From an optimization exercise on the open Yosys and OpenROAD flow, aimed at small area, a short achievable clock period and few clock cycles per item; shortcuts taken in it are not production practice. In this exercise RTL edits were held to simulation tests only and were not proved equivalent to the original. No activity file was given, so power comes from the tool's default toggle rates.

==> 08-03 <==
==> flow/design.v <==
package wmms_pkg;
  localparam int SAMPLE_BITS = 12;
  localparam int NUM_CH      = 5;
  localparam int CH_W        = 3;
  localparam int SUM_W       = 28;
  localparam int CNT_W       = 16;
  localparam int CFG_IDX_W   = 2;
  localparam int CFG_DATA_W  = 16;
endpackage
module multichannel_window_min_max_sum (
  input  logic                                  clk,
  input  logic                                  rst,
  input  logic                                  in_valid,
  output logic                                  in_stall,
  input  logic [wmms_pkg::SAMPLE_BITS-1:0]      current_sample,
  input  logic [wmms_pkg::SAMPLE_BITS-1:0]      voltage_sample,
  input  logic [wmms_pkg::SAMPLE_BITS-1:0]      reference_sample,
  input  logic [wmms_pkg::SAMPLE_BITS-1:0]      temperature_sample,
  output logic                                  out_valid,
  input  logic                                  out_stall,
  output logic [wmms_pkg::CH_W-1:0]             channel,
  output logic [wmms_pkg::SUM_W-1:0]            window_sum,
  output logic [wmms_pkg::SAMPLE_BITS-1:0]      window_max,
  output logic [wmms_pkg::SAMPLE_BITS-1:0]      window_min,
  output logic [wmms_pkg::CNT_W-1:0]            scan_total,
  output logic                                  last,
  input  logic                                  cfg_valid,
  output logic                                  cfg_ready,
  input  logic [wmms_pkg::CFG_IDX_W-1:0]        cfg_index,
  input  logic [wmms_pkg::CFG_DATA_W-1:0]       cfg_data
);
  logic [15:0] win_len;
  logic [11:0] offset;
  assign cfg_ready  = 1'b1;
  assign scan_total = win_len;
  always_ff @(posedge clk) begin
    if (rst) begin
      win_len <= 16'd1008;
      offset  <= 12'd0;
    end else if (cfg_valid) begin
      if (cfg_index == 2'd0) win_len <= (cfg_data == 16'd0) ? 16'd1 : cfg_data;
      if (cfg_index == 2'd1) offset  <= cfg_data[11:0];
    end
  end
  logic        adv;
  logic [11:0] in_corr [4];
  logic [11:0] raw     [4];
  logic [15:0] rem;           
  logic        in_first;      
  logic        in_close;
  logic        accept;
  logic        sk_v, sk_close, sk_first;
  logic [11:0] sk_d [4];
  logic        src_v, src_close, src_first, enter;
  logic [11:0] src_d [4];
  logic [2:0]  gap;           
  logic        gap_ok;
  assign adv = !(out_valid && out_stall);
  assign raw[0] = current_sample;
  assign raw[1] = voltage_sample;
  assign raw[2] = reference_sample;
  assign raw[3] = temperature_sample;
  always_comb begin
    for (int k = 0; k < 4; k++) begin
      logic [12:0] d;
      d = {1'b0, raw[k]} - {1'b0, offset};
      in_corr[k] = d[12] ? 12'd0 : d[11:0];
    end
  end
  assign in_stall = sk_v;
  assign accept   = in_valid && !sk_v;
  assign in_close = (rem == 16'd1);
  assign src_v     = sk_v || accept;
  assign src_close = sk_v ? sk_close : in_close;
  assign src_first = sk_v ? sk_first : in_first;
  always_comb begin
    for (int k = 0; k < 4; k++) src_d[k] = sk_v ? sk_d[k] : in_corr[k];
  end
  assign gap_ok = (gap == 3'd5);
  assign enter = adv && src_v && (!src_close || gap_ok);
  always_ff @(posedge clk) begin
    if (rst) begin
      rem      <= 16'd1008;
      in_first <= 1'b1;
      sk_v     <= 1'b0;
      gap      <= 3'd5;
    end else begin
      if (cfg_valid && cfg_index == 2'd0) begin
        rem <= (cfg_data == 16'd0) ? 16'd1 : cfg_data;
      end else if (accept) begin
        rem <= in_close ? win_len : rem - 16'd1;
      end
      if (accept) in_first <= in_close;
      if (sk_v) begin
        if (enter) sk_v <= 1'b0;
      end else if (accept && !enter) begin
        sk_v <= 1'b1;
      end
      if (adv) begin
        if (enter && src_close) gap <= 3'd0;
        else if (!gap_ok)       gap <= gap + 3'd1;
      end
    end
  end
  always_ff @(posedge clk) begin
    if (!sk_v) begin
      sk_close <= in_close;
      sk_first <= in_first;
      for (int k = 0; k < 4; k++) sk_d[k] <= in_corr[k];
    end
  end
  logic [6:0]  p_v;
  logic [6:0]  p_cl;
  logic [5:0]  p_fi;
  logic [11:0] p0_d [4];      
  logic [11:0] p1_d [3];      
  logic [11:0] p2_d [2];      
  logic [11:0] p3_d;          
  logic [11:0] p1_ms, p1_mc, p2_ms, p2_mc, p3_ms, p3_mc, p4_ms, p4_mc;
  logic        p1_mk, p2_mk, p3_mk, p4_mk;
  logic        p1_s, p2_s, p3_s;
  logic [11:0] p1_c0, p2_c0, p3_c0;
  logic [5:0]  p2_v1;         
  logic [2:0]  p3_v1;         
  logic [11:0] p5_pw;
  function automatic logic [25:0] mstep(logic [11:0] ms, logic [11:0] mc,
                                        logic mk, logic cin2,
                                        logic [11:0] x, logic [2:0] g);
    logic [14:0] r0, r1, r2, r3, r4, r5;
    logic [14:0] s1, c1, s2, c2, s3, c3;
    logic [3:0]  lo;
    r0 = {3'd0, ms};
    r1 = {3'd0, mc};
    r2 = {3'd0, x & {12{g[0]}}};
    r3 = {2'd0, x & {12{g[1]}}, cin2};
    r4 = {1'd0, x & {12{g[2]}}, 1'b0, mk};
    s1 = r0 ^ r1 ^ r2;
    c1 = {(r0 & r1) | (r0 & r2) | (r1 & r2), 1'b0};
    s2 = s1 ^ c1 ^ r3;
    c2 = {(s1 & c1) | (s1 & r3) | (c1 & r3), 1'b0};
    s3 = s2 ^ c2 ^ r4;
    c3 = {(s2 & c2) | (s2 & r4) | (c2 & r4), 1'b0};
    lo = {1'b0, s3[2:0]} + {1'b0, c3[2:0]};
    mstep = {s3[14:3], c3[14:3], lo[3], (lo[2:0] != 3'd0)};
  endfunction
  logic [25:0] ma, mb, mc, md;
  assign ma = mstep(12'd0, 12'd0, 1'b0, 1'b0, p0_d[0], p0_d[1][2:0]);
  assign mb = mstep(p1_ms, p1_mc, p1_mk, 1'b0, p1_c0, p1_d[0][5:3]);
  assign mc = mstep(p2_ms, p2_mc, p2_mk, 1'b0, p2_c0, p2_v1[2:0]);
  assign md = mstep(p3_ms, p3_mc, p3_mk, p3_s, p3_c0, p3_v1);
  always_ff @(posedge clk) begin
    if (rst) begin
      p_v <= '0;
    end else if (adv) begin
      p_v <= {p_v[5:0], enter};
    end
  end
  always_ff @(posedge clk) begin
    if (adv) begin
      p_cl  <= {p_cl[5:0], src_close};
      p_fi  <= {p_fi[4:0], src_first};
      for (int k = 0; k < 4; k++) p0_d[k] <= src_d[k];
      for (int k = 0; k < 3; k++) p1_d[k] <= p0_d[k+1];
      for (int k = 0; k < 2; k++) p2_d[k] <= p1_d[k+1];
      p3_d  <= p2_d[1];
      {p1_ms, p1_mc, p1_mk} <= ma[25:1];
      p1_s  <= ma[0];
      p1_c0 <= p0_d[0];
      {p2_ms, p2_mc, p2_mk} <= mb[25:1];
      p2_s  <= p1_s || mb[0];
      p2_c0 <= p1_c0;
      p2_v1 <= p1_d[0][11:6];
      {p3_ms, p3_mc, p3_mk} <= mc[25:1];
      p3_s  <= p2_s || mc[0];
      p3_c0 <= p2_c0;
      p3_v1 <= p2_v1[5:3];
      {p4_ms, p4_mc, p4_mk} <= md[25:1];
      p5_pw <= p4_ms + p4_mc + {11'd0, p4_mk};
    end
  end
  logic [11:0] acc_in [5];
  logic [27:0] a_sum [5];
  logic [11:0] a_max [5];
  logic [11:0] a_min [5];
  assign acc_in[0] = p0_d[0];
  assign acc_in[1] = p1_d[0];
  assign acc_in[2] = p2_d[0];
  assign acc_in[3] = p3_d;
  assign acc_in[4] = p5_pw;
  always_ff @(posedge clk) begin
    for (int c = 0; c < 5; c++) begin
      if (adv && p_v[(c == 4) ? 5 : c]) begin
        if (p_fi[(c == 4) ? 5 : c]) begin
          a_sum[c] <= {16'd0, acc_in[c]};
          a_max[c] <= acc_in[c];
          a_min[c] <= acc_in[c];
        end else begin
          a_sum[c] <= a_sum[c] + {16'd0, acc_in[c]};
          if (acc_in[c] > a_max[c]) a_max[c] <= acc_in[c];
          if (acc_in[c] < a_min[c]) a_min[c] <= acc_in[c];
        end
      end
    end
  end
  logic [4:0] sel;
  always_comb begin
    for (int c = 0; c < 4; c++) sel[c] = p_v[c+1] && p_cl[c+1];
    sel[4] = p_v[6] && p_cl[6];
  end
  always_ff @(posedge clk) begin
    if (rst) begin
      out_valid <= 1'b0;
    end else if (adv) begin
      out_valid <= |sel;
    end
  end
  always_ff @(posedge clk) begin
    if (adv) begin
      channel    <= {sel[4], sel[2] | sel[3], sel[1] | sel[3]};
      last       <= sel[4];
      window_sum <= '0;
      window_max <= '0;
      window_min <= '0;
      for (int c = 0; c < 5; c++) begin
        if (sel[c]) begin
          window_sum <= a_sum[c];
          window_max <= a_max[c];
          window_min <= a_min[c];
        end
      end
    end
  end
endmodule
==> flow/run.sh <==
#!/bin/bash
# synth_recipe.tcl (not shown) runs the flow's synth.tcl, then flattens the netlist and writes it again
# the make line also repeats each setting of config.mk as NAME=value (left out here)
make -C /OpenROAD-flow-scripts/flow DESIGN_CONFIG=/design/flow/config.mk WORK_HOME=/design/flow/orfs CLKGATE_MAP_FILE= SYNTH_SCRIPT=/design/flow/synth_recipe.tcl finish
==> flow/config.mk <==
export PLATFORM = sky130hd
export DESIGN_NAME = multichannel_window_min_max_sum
export DESIGN_NICKNAME = multichannel_window_min_max_sum
export VERILOG_FILES = /design/flow/design.v
export SDC_FILE = /design/flow/constraint.sdc
export NUM_CORES = 4
export LEC_CHECK = 0
export CAP_MARGIN = 20
export CORE_MARGIN = 2
export CORE_UTILIZATION = 40
export SETUP_SLACK_MARGIN = 4.8
export SLEW_MARGIN = 20
==> flow/constraint.sdc <==
create_clock -name core_clock -period 8.0 [get_ports {clk}]
set_input_delay 1.6000 -clock core_clock [delete_from_list [all_inputs] [get_ports {clk}]]
set_output_delay 1.6000 -clock core_clock [all_outputs]
set_load 0.01 [all_outputs]
==> inputs of 03-06, as changes to 08-03 <==
==> flow/design.v, changed modules only <==
module multichannel_window_min_max_sum (
  input  logic                                  clk,
  input  logic                                  rst,
  input  logic                                  in_valid,
  output logic                                  in_stall,
  input  logic [wmms_pkg::SAMPLE_BITS-1:0]      current_sample,
  input  logic [wmms_pkg::SAMPLE_BITS-1:0]      voltage_sample,
  input  logic [wmms_pkg::SAMPLE_BITS-1:0]      reference_sample,
  input  logic [wmms_pkg::SAMPLE_BITS-1:0]      temperature_sample,
  output logic                                  out_valid,
  input  logic                                  out_stall,
  output logic [wmms_pkg::CH_W-1:0]             channel,
  output logic [wmms_pkg::SUM_W-1:0]            window_sum,
  output logic [wmms_pkg::SAMPLE_BITS-1:0]      window_max,
  output logic [wmms_pkg::SAMPLE_BITS-1:0]      window_min,
  output logic [wmms_pkg::CNT_W-1:0]            scan_total,
  output logic                                  last,
  input  logic                                  cfg_valid,
  output logic                                  cfg_ready,
  input  logic [wmms_pkg::CFG_IDX_W-1:0]        cfg_index,
  input  logic [wmms_pkg::CFG_DATA_W-1:0]       cfg_data
);
  logic [15:0] win_len;
  logic [11:0] offset;
  logic [11:0] neg_off;       
  logic        off_zero;
  assign cfg_ready  = 1'b1;
  assign scan_total = win_len;
  always_ff @(posedge clk) begin
    if (rst) begin
      win_len <= 16'd1008;
      offset  <= 12'd0;
      neg_off  <= 12'd0;
      off_zero <= 1'b1;
    end else if (cfg_valid) begin
      if (cfg_index == 2'd0) win_len <= (cfg_data == 16'd0) ? 16'd1 : cfg_data;
      if (cfg_index == 2'd1) begin
        offset   <= cfg_data[11:0];
        neg_off  <= 12'd0 - cfg_data[11:0];
        off_zero <= (cfg_data[11:0] == 12'd0);
      end
    end
  end
  logic        adv;
  logic [11:0] in_corr [4];    
  logic [3:0]  in_ok;           
  logic [11:0] raw     [4];
  logic [15:0] rem;           
  logic        in_first;      
  logic        in_close;
  logic        accept;
  logic        sk_v, sk_close, sk_first;
  logic [11:0] sk_d [4];
  logic [3:0]  sk_ok;
  logic        src_v, src_close, src_first, enter;
  logic [11:0] src_d [4];
  logic [3:0]  src_ok;
  logic [2:0]  gap;           
  logic        gap_ok;
  assign adv = !(out_valid && out_stall);
  assign raw[0] = current_sample;
  assign raw[1] = voltage_sample;
  assign raw[2] = reference_sample;
  assign raw[3] = temperature_sample;
  always_comb begin
    for (int k = 0; k < 4; k++) begin
      logic [12:0] d;
      d = {1'b0, raw[k]} + {1'b0, neg_off};
      in_corr[k] = d[11:0];
      in_ok[k]   = d[12] || off_zero;
    end
  end
  assign in_stall = sk_v;
  assign accept   = in_valid && !sk_v;
  assign in_close = (rem == 16'd1);
  assign src_v     = sk_v || accept;
  assign src_close = sk_v ? sk_close : in_close;
  assign src_first = sk_v ? sk_first : in_first;
  always_comb begin
    for (int k = 0; k < 4; k++) src_d[k] = sk_v ? sk_d[k] : in_corr[k];
    src_ok = sk_v ? sk_ok : in_ok;
  end
  assign gap_ok = (gap == 3'd5);
  assign enter = adv && src_v && (!src_close || gap_ok);
  always_ff @(posedge clk) begin
    if (rst) begin
      rem      <= 16'd1008;
      in_first <= 1'b1;
      sk_v     <= 1'b0;
      gap      <= 3'd5;
    end else begin
      if (cfg_valid && cfg_index == 2'd0) begin
        rem <= (cfg_data == 16'd0) ? 16'd1 : cfg_data;
      end else if (accept) begin
        rem <= in_close ? win_len : rem - 16'd1;
      end
      if (accept) in_first <= in_close;
      if (sk_v) begin
        if (enter) sk_v <= 1'b0;
      end else if (accept && !enter) begin
        sk_v <= 1'b1;
      end
      if (adv) begin
        if (enter && src_close) gap <= 3'd0;
        else if (!gap_ok)       gap <= gap + 3'd1;
      end
    end
  end
  always_ff @(posedge clk) begin
    if (!sk_v) begin
      sk_close <= in_close;
      sk_first <= in_first;
      sk_ok    <= in_ok;
      for (int k = 0; k < 4; k++) sk_d[k] <= in_corr[k];
    end
  end
  logic [6:0]  p_v;
  logic [6:0]  p_cl;
  logic [5:0]  p_fi;
  logic [11:0] p0_r [4];      
  logic [3:0]  p0_ok;
  logic [11:0] p0_d [4];      
  logic [11:0] p1_d [3];      
  logic [11:0] p2_d [2];      
  logic [11:0] p3_d;          
  logic [11:0] p1_ms, p1_mc, p2_ms, p2_mc, p3_ms, p3_mc, p4_ms, p4_mc;
  logic        p1_mk, p2_mk, p3_mk, p4_mk;
  logic        p1_s, p2_s, p3_s;
  logic [11:0] p1_c0, p2_c0, p3_c0;
  logic [5:0]  p2_v1;         
  logic [2:0]  p3_v1;         
  logic [11:0] p5_pw;
  function automatic logic [25:0] mstep(logic [11:0] ms, logic [11:0] mc,
                                        logic mk, logic cin2,
                                        logic [11:0] x, logic [2:0] g);
    logic [14:0] r0, r1, r2, r3, r4, r5;
    logic [14:0] s1, c1, s2, c2, s3, c3;
    logic [3:0]  lo;
    r0 = {3'd0, ms};
    r1 = {3'd0, mc};
    r2 = {3'd0, x & {12{g[0]}}};
    r3 = {2'd0, x & {12{g[1]}}, cin2};
    r4 = {1'd0, x & {12{g[2]}}, 1'b0, mk};
    s1 = r0 ^ r1 ^ r2;
    c1 = {(r0 & r1) | (r0 & r2) | (r1 & r2), 1'b0};
    s2 = s1 ^ c1 ^ r3;
    c2 = {(s1 & c1) | (s1 & r3) | (c1 & r3), 1'b0};
    s3 = s2 ^ c2 ^ r4;
    c3 = {(s2 & c2) | (s2 & r4) | (c2 & r4), 1'b0};
    lo = {1'b0, s3[2:0]} + {1'b0, c3[2:0]};
    mstep = {s3[14:3], c3[14:3], lo[3], (lo[2:0] != 3'd0)};
  endfunction
  always_comb begin
    for (int k = 0; k < 4; k++) p0_d[k] = p0_r[k] & {12{p0_ok[k]}};
  end
  logic [25:0] ma, mb, mc, md;
  assign ma = mstep(12'd0, 12'd0, 1'b0, 1'b0, p0_d[0], p0_d[1][2:0]);
  assign mb = mstep(p1_ms, p1_mc, p1_mk, 1'b0, p1_c0, p1_d[0][5:3]);
  assign mc = mstep(p2_ms, p2_mc, p2_mk, 1'b0, p2_c0, p2_v1[2:0]);
  assign md = mstep(p3_ms, p3_mc, p3_mk, p3_s, p3_c0, p3_v1);
  always_ff @(posedge clk) begin
    if (rst) begin
      p_v <= '0;
    end else if (adv) begin
      p_v <= {p_v[5:0], enter};
    end
  end
  always_ff @(posedge clk) begin
    if (adv) begin
      p_cl  <= {p_cl[5:0], src_close};
      p_fi  <= {p_fi[4:0], src_first};
      for (int k = 0; k < 4; k++) p0_r[k] <= src_d[k];
      p0_ok <= src_ok;
      for (int k = 0; k < 3; k++) p1_d[k] <= p0_d[k+1];
      for (int k = 0; k < 2; k++) p2_d[k] <= p1_d[k+1];
      p3_d  <= p2_d[1];
      {p1_ms, p1_mc, p1_mk} <= ma[25:1];
      p1_s  <= ma[0];
      p1_c0 <= p0_d[0];
      {p2_ms, p2_mc, p2_mk} <= mb[25:1];
      p2_s  <= p1_s || mb[0];
      p2_c0 <= p1_c0;
      p2_v1 <= p1_d[0][11:6];
      {p3_ms, p3_mc, p3_mk} <= mc[25:1];
      p3_s  <= p2_s || mc[0];
      p3_c0 <= p2_c0;
      p3_v1 <= p2_v1[5:3];
      {p4_ms, p4_mc, p4_mk} <= md[25:1];
      p5_pw <= p4_ms + p4_mc + {11'd0, p4_mk};
    end
  end
  logic [11:0] acc_in [5];
  logic [11:0] a_lo [5];
  logic        a_cy [5];
  logic [15:0] a_hi [5];
  logic [11:0] a_max [5];
  logic [11:0] a_min [5];
  assign acc_in[0] = p0_d[0];
  assign acc_in[1] = p1_d[0];
  assign acc_in[2] = p2_d[0];
  assign acc_in[3] = p3_d;
  assign acc_in[4] = p5_pw;
  always_ff @(posedge clk) begin
    for (int c = 0; c < 5; c++) begin
      if (adv && p_v[(c == 4) ? 5 : c]) begin
        if (p_fi[(c == 4) ? 5 : c]) begin
          a_lo[c]  <= acc_in[c];
          a_cy[c]  <= 1'b0;
          a_hi[c]  <= 16'd0;
          a_max[c] <= acc_in[c];
          a_min[c] <= acc_in[c];
        end else begin
          {a_cy[c], a_lo[c]} <= {1'b0, a_lo[c]} + {1'b0, acc_in[c]};
          a_hi[c]  <= a_hi[c] + {15'd0, a_cy[c]};
          if (acc_in[c] > a_max[c]) a_max[c] <= acc_in[c];
          if (acc_in[c] < a_min[c]) a_min[c] <= acc_in[c];
        end
      end
    end
  end
  logic [4:0] sel;
  always_comb begin
    for (int c = 0; c < 4; c++) sel[c] = p_v[c+1] && p_cl[c+1];
    sel[4] = p_v[6] && p_cl[6];
  end
  logic [11:0] o_lo, o_max, o_min;
  logic [15:0] o_hi;
  logic        o_cy;
  always_comb begin
    o_lo  = '0;
    o_cy  = 1'b0;
    o_hi  = '0;
    o_max = '0;
    o_min = '0;
    for (int c = 0; c < 5; c++) begin
      if (sel[c]) begin
        o_lo  = a_lo[c];
        o_cy  = a_cy[c];
        o_hi  = a_hi[c];
        o_max = a_max[c];
        o_min = a_min[c];
      end
    end
  end
  always_ff @(posedge clk) begin
    if (rst) begin
      out_valid <= 1'b0;
    end else if (adv) begin
      out_valid <= |sel;
    end
  end
  always_ff @(posedge clk) begin
    if (adv) begin
      channel    <= {sel[4], sel[2] | sel[3], sel[1] | sel[3]};
      last       <= sel[4];
      window_sum <= {o_hi + {15'd0, o_cy}, o_lo};
      window_max <= o_max;
      window_min <= o_min;
    end
  end
endmodule
Settings changed: CTS_BUF_LIST from default to sky130_fd_sc_hd__clkbuf_8, SETUP_SLACK_MARGIN 4.8 to 5.0.
==> metrics.md <==
| Metric | Value |
|---|---|
| Avg Inst Size Synth | 11.4 sq um |
| Total power | ~11 mW |
| Final critical delay including setup and external delays | between 3000 and 4000 ps |
| Area of the placeable core | 96,300 sq um |
| Starting utilization of the core area | 0.402 |
| CP required | 8350 ps |
| Number of synthesized flops with an enable pin | 597 |
| Result of the run | complete, no violations |
(the above is from 08-03)
==> metrics.md <==
| Metric | Value |
|---|---|
| Result of the run | complete, no violations |
| Final critical delay including setup and external delays | 3050 ps |
| Starting utilization of the core area | 0.405 |
| Post-Synth Simple-Gate Area | 0.118 |
| Pleak | 18.7 nW |
| Total power | 10.7 mW |
| Number of synthesized flops with an enable pin | just over 600 |
| Via total after detailed routing | approximately 26,000 |
| Net count after synthesis | 3,840 |
| Adder and majority cell fraction of the synthesized area | 0.144 |
(the above is from 03-06)
Testbench counts of 08-03, summed over its fixed seeds: cycles 49,997, scans 49,741.
Testbench counts of 03-06, summed over its fixed seeds: cycles 49,997, scans 49,741.

## static timing again, ports no longer ideal
The results above use ideal ports. As a check the final layouts listed here were re-extracted and re-timed, cells and wires unchanged.
Step 1, drivers: a clkbuf_16 drives clk and a buf_2 each remaining input, both assumed.
Step 2 adds t to the input delays and takes it off the output delays; t is the mean of the earliest and latest rising clock arrival at the registers after step 1. Input paths then give back, and output paths get back, about the clock's delay inside the block.
Three values: no drivers, after step 1, after step 2; two values: the first two.
run	t, ns	slack for setup (ns)	clock arrival spread, ns	worst data-port slew with drivers (ns)
08-03	0.688	4.742 / 4.764 / 4.076	0.039 / 0.038	0.06
03-06	0.815	4.955 / 4.990 / 4.175	0.044 / 0.044	0.07
After both steps setup and hold are still met in every run listed. For 03-06, which loses most, drivers alone change the setup slack by +0.035 ns; drivers and shift together by -0.780 ns.
